This design comes from an exercise in tuning for small area, a short achievable clock period and few clock cycles per item on the open sky130 flow, not from production work.
Function was checked by simulation only, so behaviour that the tests miss may differ from the original.
Power is estimated from default activity; no workload was simulated.

// ring_stats_collector
module ring_stats_collector #(
    parameter int NUM_NODES            = 8,
    parameter int CNT_W                = 64,
    parameter int NUM_PACKETS_PER_NODE = 20,
    parameter int TIMEOUT_CYCLES       = 65535
) (
    input  logic                       clk,
    input  logic                       rst_n,
    input  logic                       start,
    input  logic [NUM_NODES*CNT_W-1:0] sent_flat,
    input  logic [NUM_NODES*CNT_W-1:0] recv_flat,
    input  logic [NUM_NODES*CNT_W-1:0] lat_flat,
    output logic                       busy,
    output logic                       done,
    output logic                       timeout,
    output logic [CNT_W-1:0]           sum_sent,
    output logic [CNT_W-1:0]           sum_recv,
    output logic [CNT_W-1:0]           sum_lat,
    output logic [CNT_W-1:0]           avg_lat,
    output logic [CNT_W-1:0]           drop_cnt
    ,
    output logic [CNT_W-1:0]           min_recv,
    output logic [$clog2(NUM_NODES)-1:0] min_recv_node
);
    localparam int IDX_W = $clog2(NUM_NODES);
    localparam logic [CNT_W-1:0] EXPECTED = CNT_W'(NUM_NODES * NUM_PACKETS_PER_NODE);
    localparam int FD_W = 8;
    localparam int FQ_W = 9;
    localparam int TMR_W = 16;  
    function automatic logic [2*CNT_W-1:0] csa(input logic [CNT_W-1:0] a, b, c);
        logic [CNT_W-1:0] s, cy;
        s  = a ^ b ^ c;
        cy = (a & b) | (a & c) | (b & c);
        csa = {cy[CNT_W-2:0], 1'b0, s};
    endfunction
    function automatic logic [CNT_W:0] add_bk(input logic [CNT_W-1:0] a, b, input logic cin);
        logic [CNT_W-1:0] p, g, gg, pp, mk;
        p  = a ^ b;
        g  = a & b;
        gg = {g[CNT_W-1:1], g[0] | (p[0] & cin)};
        pp = p;
        for (int l = 1; l < CNT_W; l = l * 2) begin
            for (int i = 0; i < CNT_W; i++) mk[i] = (i % (2*l)) == (2*l - 1);
            gg = gg | (mk & pp & (gg << l));
            pp = pp & (~mk | (pp << l));
        end
        for (int l = CNT_W / 4; l >= 1; l = l / 2) begin
            for (int i = 0; i < CNT_W; i++) mk[i] = (i >= 3*l - 1) && ((i % (2*l)) == (l - 1));
            gg = gg | (mk & pp & (gg << l));
  ...
Settings: LEC_CHECK=0, ABC_AREA=1, CAP_MARGIN=20, CORE_AREA=10 10 660 660, DIE_AREA=0 0 670 670, SETUP_SLACK_MARGIN=3, SLEW_MARGIN=20; clock period 9.0 ns.
standard.sh (not shown) runs the stock make flow with config.mk's settings and CLKGATE_MAP_FILE= SYNTH_SCRIPT=/design/flow/synth_recipe.tcl, a recipe that flattens the netlist after the stock synthesis.
==> flow/flow/run.sh <==
#!/bin/bash
# Layout flow: the standard ORFS flow (standard.sh) with two knobs changed:
#  - synthesis without Yosys's early "abc -fast" pass (SYNTH_ARGS=-noabc), so extract_fa sees
#    the carry-save adders in their written polarity and maps them to full adders without
#    inverters between them; the later ABC mapping and all register handling are unchanged;
#  - port buffers are sky130_fd_sc_hd__buf_1 instead of the delay buffer buffer_ports picks.
# The whole make output goes to flow_make.log here; ORFS keeps each step's log in orfs/logs.
set -euo pipefail
bash standard.sh \
  SYNTH_ARGS=-noabc \
  "BUFFER_PORTS_ARGS=-buffer_cell sky130_fd_sc_hd__buf_1" \
  finish > flow_make.log 2>&1
The first run finished with antenna violations left.
Testbench counts at the start, summed over its fixed seeds: cycles 768, items 384.
Rerun with:
- SETUP_SLACK_MARGIN: 3 -> 2
This time the run completed without violations.
Maximum frequency shrinks by 1.5%.
Core utilization shrinks by 0.65 points.
Routed wire length fell by 1.5%.
Critical path depth stays the same.
Rerun with:
- PLACE_DENSITY: default -> 0.75
Effect: Design area came out higher by 0.44%. Combinational power stays flat. Count of clock-buffer cells in the layout shrinks by 11. Die area does not change. Power is about the same. Routed wire length went up by about 3%. Sequential power fell by about 1%. Setup slack improved by 0.025 ns.
Rerun with:
- PLACE_DENSITY: 0.75 -> default
- SETUP_SLACK_MARGIN: 2 -> 1
Effect: With this change the flow finished with antenna violations left. Final area is lower by about 4.5%. Hold slack got worse by 0.0080 ns. Via count shrinks by 4.1%. Register-to-register slack loses 0.59 ns. First-iteration DRC count shrinks by 16%. Worst setup slack loses 0.52 ns. Cell count fell by 1.1%. Global-route usage fell by 0.69 points. Synthesized area stays the same. Die area is unchanged. Count of clock-buffer cells in the layout came out higher by 2.

==> afterwards: timing with drivers on the ports <==
The results above use ideal ports. As a check the final layouts listed here were re-extracted and re-timed, cells and wires unchanged. Step 1, drivers: a clkbuf_16 drives clk and a buf_2 each remaining input, both assumed. Step 2 adds t to the input delays and takes it off the output delays; t is the mean of the earliest and latest rising clock arrival at the registers after step 1. Input paths then give back, and output paths get back, about the clock's delay inside the block. Three values: ideal ports, drivers, drivers and shift; two values: the first two.
run | t, ns | slack for setup (ns) | worst setup path after step 2
the first run | 0.803 | 1.820 / 1.820 / 1.225 | input to register
the second run | 0.796 | 1.711 / 1.632 / 1.221 | input to register
the third run | 0.806 | 1.735 / 1.649 / 1.225 | input to register
the fourth run | 0.794 | 1.212 / 1.212 / 0.463 | input to register
For the fourth run, which loses most, drivers alone change the setup slack by 0.000 ns; drivers and shift together by -0.749 ns.
